Source: an optimization exercise on an open RTL-to-GDS flow (aim: small area and a short achievable clock period). Production flows keep margins and buffers that such runs may drop. The RTL was checked by simulation tests, not by an equivalence proof against the original design.

Setup of the baseline:
==> module md_brow, before the edit <==
module md_brow
(
  input  logic [31:0] p,
  input  logic [32:0] x,
  input  logic [2:0]  m,
  output logic [31:0] pn,
  output logic [1:0]  o
);
  logic        one, two, neg;
  logic [33:0] xs, ad, pe, s;
  logic [34:0] c;
  assign one  = m[1] ^ m[0];
  assign two  = m[2] ? !m[1] && !m[0] : m[1] && m[0];
  assign neg  = m[2];
  assign xs   = {x[32], x};
  assign ad   = (({34{one}} & xs) | ({34{two}} & {xs[32:0], 1'b0})) ^ {34{neg}};
  assign pe   = {{2{p[31]}}, p};
  assign c[0] = neg;
  for (genvar i = 0; i < 34; i++) begin : g_fa
    assign s[i]   = pe[i] ^ ad[i] ^ c[i];
    assign c[i+1] = (pe[i] & ad[i]) | (c[i] & (pe[i] | ad[i]));
  end
  assign o  = s[1:0];
  assign pn = s[33:2];
endmodule
==> module md_drow, before the edit <==
module md_drow
(
  input  logic [31:0] r,
  input  logic        bin,
  input  logic [31:0] xd,
  input  logic        cin,
  output logic [31:0] rn,
  output logic        q
);
  logic [32:0] rp;
  logic [31:0] t;
  logic [32:0] c;
  assign rp   = {r, bin};
  assign c[0] = cin;
  for (genvar i = 0; i < 32; i++) begin : g_fa
    assign t[i]   = rp[i] ^ xd[i] ^ c[i];
    assign c[i+1] = (rp[i] & xd[i]) | (c[i] & (rp[i] | xd[i]));
  end
  assign q  = rp[32] | c[32];
  assign rn = q ? t : rp[31:0];
endmodule
==> module muldiv_ctrl, before the edit <==
module muldiv_ctrl
#(
  parameter int MULT_CYCLES = 5,
  parameter int DIV_CYCLES  = 10
) (
  input  logic        clk,
  input  logic        reset_n,
  input  logic        start,
  input  logic [2:0]  op,
  input  logic [31:0] a,
  input  logic [31:0] b,
  input  logic        IntReq,
  output logic        busy,
  output logic        md_stall,
  output logic [31:0] hi,
  output logic [31:0] lo
);
  logic [3:0]  cnt;
  logic [31:0] x;       
  logic [31:0] p;       
  logic [31:0] y;       
  logic        f_div, f_sgn, f_cin, f_negq, f_negr, f_dz, f_q31, f_q30;
  logic is_mul, is_div, sgn, accept, last;
  assign is_mul   = md_pkg::md_is_mul(op);
  assign is_div   = md_pkg::md_is_div(op);
  assign sgn      = op == md_pkg::MD_MULT || op == md_pkg::MD_DIV;
  assign busy     = cnt != 4'd0;
  assign md_stall = busy || (start && md_pkg::md_is_multdiv(op));
  assign accept   = start && !IntReq && !busy && op != md_pkg::MD_NONE;
  assign last     = cnt == 4'd1;
  logic [31:0] xi;      
  logic [5:0]  yi;      
  logic [4:0]  ym;      
  logic        si;      
  logic        f_ov;    
  logic [31:0] mp [0:3];
  logic [5:0]  mo;
  assign xi    = (x & {32{busy}}) | ((b ^ {32{is_div && !(sgn && b[31])}}) & {32{!busy}});
  assign yi    = busy ? y[11:6] : a[5:0];
  assign si    = busy ? f_sgn : sgn;
  assign ym    = {last ? {2{si & yi[1]}} : yi[3:2], yi[1:0], busy & f_ov};
  assign mp[0] = busy ? p : 32'd0;
  for (genvar r = 0; r < 3; r++) begin : g_mrow
    md_brow u_row (
      .p (mp[r]),
      .x ({si & xi[31], xi}),
      .m (r == 2 ? {yi[5:4], ym[4]} : ym[2*r+2:2*r]),
      .pn(mp[r+1]),
      .o (mo[2*r+1:2*r])
    );
  end
  logic [31:0] dr [0:3];
  logic [2:0]  dq;
  assign dr[0] = p;
  for (genvar r = 0; r < 3; r++) begin : g_drow
    md_drow u_row (
      .r  (dr[r]),
      .bin(y[29-r]),
      .xd (x),
      .cin(f_cin),
      .rn (dr[r+1]),
      .q  (dq[2-r])
    );
  end
  logic        negb;
  logic [31:0] am;      
  logic [1:0]  dl;      
  logic        dsmall;  
  logic        d1, d2, d3, q31, q30;
  logic [1:0]  r2;
  assign negb   = sgn && b[31];
  assign am     = md_pkg::md_cneg(busy ? {f_q31, f_q30, y[26:0], dq} : a,
                                  busy ? f_negq : is_div && sgn && a[31]);
  assign dl     = negb ? {b[1] ^ b[0], b[0]} : b[1:0];
  assign dsmall = negb ? &b[31:2] : ~|b[31:2];
  assign d1     = dsmall && dl == 2'd1;
  assign d2     = dsmall && dl == 2'd2;
  assign d3     = dsmall && dl == 2'd3;
  assign q31    = d1 && am[31];
  assign q30    = d1 ? am[30] : d2 ? am[31] : d3 && am[31] && am[30];
  assign r2     = (d1 || d2 && am[31] || d3 && am[31] && am[30]) ? {1'b0, d2 && am[30]} :
                  d2 ? {1'b0, am[30]} : am[31:30];
  always_ff @(posedge clk) x <= xi;
  always_ff @(posedge clk) begin
    f_ov <= yi[5];
    if (!busy) begin
      f_div  <= is_div;
      f_sgn  <= sgn;
      f_cin  <= !negb;
      f_negq <= sgn && (a[31] ^ b[31]);
      f_negr <= sgn && a[31];
      f_dz   <= b == 32'd0;
      f_q31  <= q31;
      f_q30  <= q30;
      p      <= is_div ? {30'd0, r2} : mp[3];
      y      <= {am[31:6], is_div ? am[5:0] : mo};
    end else if (f_div) begin
      p <= dr[3];
      y <= {y[28:0], dq};
    end else begin
      p <= mp[3];
      y <= {mo, y[31:12], y[5:0]};
    end
  end
  always_ff @(posedge clk or negedge reset_n) begin
    if (!reset_n) begin
      cnt <= 4'd0;
      hi  <= 32'd0;
      lo  <= 32'd0;
    end else begin
      if (busy)
        cnt <= cnt - 4'd1;
      else if (accept && is_mul)
        cnt <= 4'(MULT_CYCLES);
      else if (accept && is_div)
        cnt <= 4'(DIV_CYCLES);
      if (accept && op == md_pkg::MD_MTHI)
        hi <= a;
      if (accept && op == md_pkg::MD_MTLO)
        lo <= am;
      if (last && !f_div) begin
        hi <= {mp[2][29:0], mo[3:2]};
        lo <= {mo[1:0], y[31:8], y[5:0]};
      end
      if (last && f_div && !f_dz) begin
        hi <= md_pkg::md_cneg(dr[3], f_negr);
        lo <= am;
      end
    end
  end
endmodule
export LEC_CHECK = 0
export ABC_AREA = 1
export CAP_MARGIN = 20
export CORE_MARGIN = 2
export CORE_UTILIZATION = 40
export SLEW_MARGIN = 20
create_clock -name core_clock -period 120.0 [get_ports {clk}]
standard.sh (not shown) runs the stock make flow with config.mk's settings and CLKGATE_MAP_FILE= SYNTH_SCRIPT=/design/flow/synth_recipe.tcl, a recipe that flattens the netlist after the stock synthesis.
==> flow/flow/run.sh <==
#!/bin/bash
set -euo pipefail
cp standard.sh standard.sh.txt
export BUFFER_PORTS_ARGS="-buffer_cell sky130_fd_sc_hd__buf_1"
export SETUP_SLACK_MARGIN=72
export SETUP_MOVE_SEQUENCE="unbuffer,sizeup,swap,clone"
bash standard.sh > standard.log 2>&1
--- input diff the baseline..the candidate ---
==> flow/design.v, changed modules only <==
module md_brow
(
  input  logic [31:0] p,
  input  logic [32:0] x,
  input  logic [2:0]  m,
  output logic [31:0] pn,
  output logic [1:0]  o
);
  logic        one, two, neg;
  logic [33:0] xs, ad, pe, s;
  logic [34:0] c;
  assign one  = m[1] ^ m[0];
  assign two  = m[2] ? !m[1] && !m[0] : m[1] && m[0];
  assign neg  = m[2];
  assign xs   = {x[32], x};
  assign ad   = (({34{one}} & xs) | ({34{two}} & {xs[32:0], 1'b0})) ^ {34{neg}};
  assign pe   = {{2{p[31]}}, p};
  assign c[0] = neg;
  for (genvar i = 0; i < 34; i = i + 1) begin : g_fa
    assign s[i]   = pe[i] ^ ad[i] ^ c[i];
    assign c[i+1] = (pe[i] & ad[i]) | (c[i] & (pe[i] | ad[i]));
  end
  assign o  = s[1:0];
  assign pn = s[33:2];
endmodule
module md_drow
(
  input  logic [31:0] r,
  input  logic        bin,
  input  logic [31:0] xd,
  input  logic        cin,
  output logic [31:0] rn,
  output logic        q
);
  logic [32:0] rp;
  logic [31:0] t;
  logic [32:0] c;
  assign rp   = {r, bin};
  assign c[0] = cin;
  for (genvar i = 0; i < 32; i = i + 1) begin : g_fa
    assign t[i]   = rp[i] ^ xd[i] ^ c[i];
    assign c[i+1] = (rp[i] & xd[i]) | (c[i] & (rp[i] | xd[i]));
  end
  assign q  = rp[32] | c[32];
  assign rn = q ? t : rp[31:0];
endmodule
module muldiv_ctrl
#(
  parameter int MULT_CYCLES = 5,
  parameter int DIV_CYCLES  = 10
) (
  input  logic        clk,
  input  logic        reset_n,
  input  logic        start,
  input  logic [2:0]  op,
  input  logic [31:0] a,
  input  logic [31:0] b,
  input  logic        IntReq,
  output logic        busy,
  output logic        md_stall,
  output logic [31:0] hi,
  output logic [31:0] lo
);
  logic [3:0]  cnt;
  logic [31:0] x;       
  logic [31:0] p;       
  logic [31:0] y;       
  logic        f_div, f_sc, f_negq, f_negr, f_dz, f_q31, f_q30;
  logic is_mul, is_div, sgn, accept, last;
  assign is_mul   = md_pkg::md_is_mul(op);
  assign is_div   = md_pkg::md_is_div(op);
  assign sgn      = op == md_pkg::MD_MULT || op == md_pkg::MD_DIV;
  assign busy     = cnt != 4'd0;
  assign md_stall = busy || (start && md_pkg::md_is_multdiv(op));
  assign accept   = start && !IntReq && !busy && op != md_pkg::MD_NONE;
  assign last     = cnt == 4'd1;
  logic [31:0] xi;      
  logic [5:0]  yi;      
  logic [4:0]  ym;      
  logic        si;      
  logic        f_ov;    
  logic [31:0] mp [0:3];
  logic [5:0]  mo;
  assign xi    = (x & {32{busy}}) | ((b ^ {32{is_div && !(sgn && b[31])}}) & {32{!busy}});
  assign yi    = busy ? y[11:6] : a[5:0];
  assign si    = busy ? f_sc : sgn;
  assign ym    = {last ? {2{si & yi[1]}} : yi[3:2], yi[1:0], busy & f_ov};
  assign mp[0] = busy ? p : 32'd0;
  genvar r;
  for (r = 0; r < 3; r = r + 1) begin : g_mrow
    md_brow u_row (
      .p (mp[r]),
      .x ({si & xi[31], xi}),
      .m (r == 2 ? {yi[5:4], ym[4]} : ym[2*r+2:2*r]),
      .pn(mp[r+1]),
      .o (mo[2*r+1:2*r])
    );
  end
  logic [31:0] dr [0:3];
  logic [2:0]  dq;
  assign dr[0] = p;
  for (r = 0; r < 3; r = r + 1) begin : g_drow
    md_drow u_row (
      .r  (dr[r]),
      .bin(y[29-r]),
      .xd (x),
      .cin(f_sc),
      .rn (dr[r+1]),
      .q  (dq[2-r])
    );
  end
  logic        negb;
  logic [31:0] am;      
  logic [1:0]  dl;      
  logic        dsmall;  
  logic        d1, d2, d3, q31, q30;
  logic [1:0]  r2;
  assign negb   = sgn && b[31];
  assign am     = md_pkg::md_cneg(busy ? {f_q31, f_q30, y[26:0], dq} : a,
                                  busy ? f_negq : is_div && sgn && a[31]);
  assign dl     = negb ? {b[1] ^ b[0], b[0]} : b[1:0];
  assign dsmall = negb ? &b[31:2] : ~|b[31:2];
  assign d1     = dsmall && dl == 2'd1;
  assign d2     = dsmall && dl == 2'd2;
  assign d3     = dsmall && dl == 2'd3;
  assign q31    = d1 && am[31];
  assign q30    = d1 ? am[30] : d2 ? am[31] : d3 && am[31] && am[30];
  assign r2     = (d1 || d2 && am[31] || d3 && am[31] && am[30]) ? {1'b0, d2 && am[30]} :
                  d2 ? {1'b0, am[30]} : am[31:30];
  always_ff @(posedge clk) x <= xi;
  always_ff @(posedge clk) begin
    f_ov <= yi[5];
    if (!busy) begin
      f_div  <= is_div;
      f_sc   <= is_div ? !negb : sgn;
      f_negq <= sgn && (a[31] ^ b[31]);
      f_negr <= sgn && a[31];
      f_dz   <= b == 32'd0;
      f_q31  <= q31;
      f_q30  <= q30;
      p      <= is_div ? {30'd0, r2} : mp[3];
      y      <= {am[31:6], is_div ? am[5:0] : mo};
    end else if (f_div) begin
      p <= dr[3];
      y <= {y[28:0], dq};
    end else begin
      p <= mp[3];
      y <= {mo, y[31:12], y[5:0]};
    end
  end
  always_ff @(posedge clk or negedge reset_n) begin
    if (!reset_n) begin
      cnt <= 4'd0;
      hi  <= 32'd0;
      lo  <= 32'd0;
    end else begin
      if (busy)
        cnt <= cnt - 4'd1;
      else if (accept && is_mul)
        cnt <= 4'(MULT_CYCLES);
      else if (accept && is_div)
        cnt <= 4'(DIV_CYCLES);
      if (accept && op == md_pkg::MD_MTHI)
        hi <= am;
      if (accept && op == md_pkg::MD_MTLO)
        lo <= am;
      if (last && !f_div) begin
        hi <= {mp[2][29:0], mo[3:2]};
        lo <= {mo[1:0], y[31:8], y[5:0]};
      end
      if (last && f_div && !f_dz) begin
        hi <= md_pkg::md_cneg(dr[3], f_negr);
        lo <= am;
      end
    end
  end
endmodule
--- outcome ---
The candidate — wire length on met1 about 3.3% higher, the baseline as reference
The global-route usage number comes out higher for the baseline vs the candidate.
The baseline → the candidate: count of placed standard cells in the final layout, fillers left out saw a decrease, fmax saw little to no change, row count saw a decrease, initial antenna violation count saw a decrease.
Comparing the candidate with the baseline, the setup clock skew after layout came out essentially unchanged.
Across both runs, number of iterations in the first detailed-routing pass was lower for the candidate than for the baseline.
Compared with the baseline, the candidate shows a post-detailed-route via-to-cell ratio that is 0.72% lower.
On number of nets in the final layout: the candidate sits below the baseline.
Density: the candidate denser than the baseline
Going from the baseline to the candidate, routed wire length shrank by a few percent.

[static timing again, ports no longer ideal]
The results above use ideal ports. As a check the final layouts listed here were re-extracted and re-timed, cells and wires unchanged.
Step 1 assumes that a clkbuf_16 drives the clock port and a buf_2 every other input.
Step 2 adds t to the input delays and takes it off the output delays; t is the mean of the earliest and latest rising clock arrival at the registers after step 1. Input paths then give back, and output paths get back, about the clock's delay inside the block.
Slacks: no drivers / after step 1 / after step 2; pairs: no drivers / after step 1.
| run | t (ns) | slack for setup (ns) | clock arrival spread, ns | worst slew at a driven data input, ns |
|---|---|---|---|---|
| the baseline | 0.530 | 71.357 / 71.301 / 71.301 | 0.017 / 0.017 | 0.07 |
| the candidate | 0.513 | 71.339 / 71.284 / 71.284 | 0.016 / 0.016 | 0.06 |
After both steps setup and hold are still met in every run listed. For the baseline, which loses most, drivers alone change the setup slack by -0.056 ns; drivers and shift together by -0.056 ns.
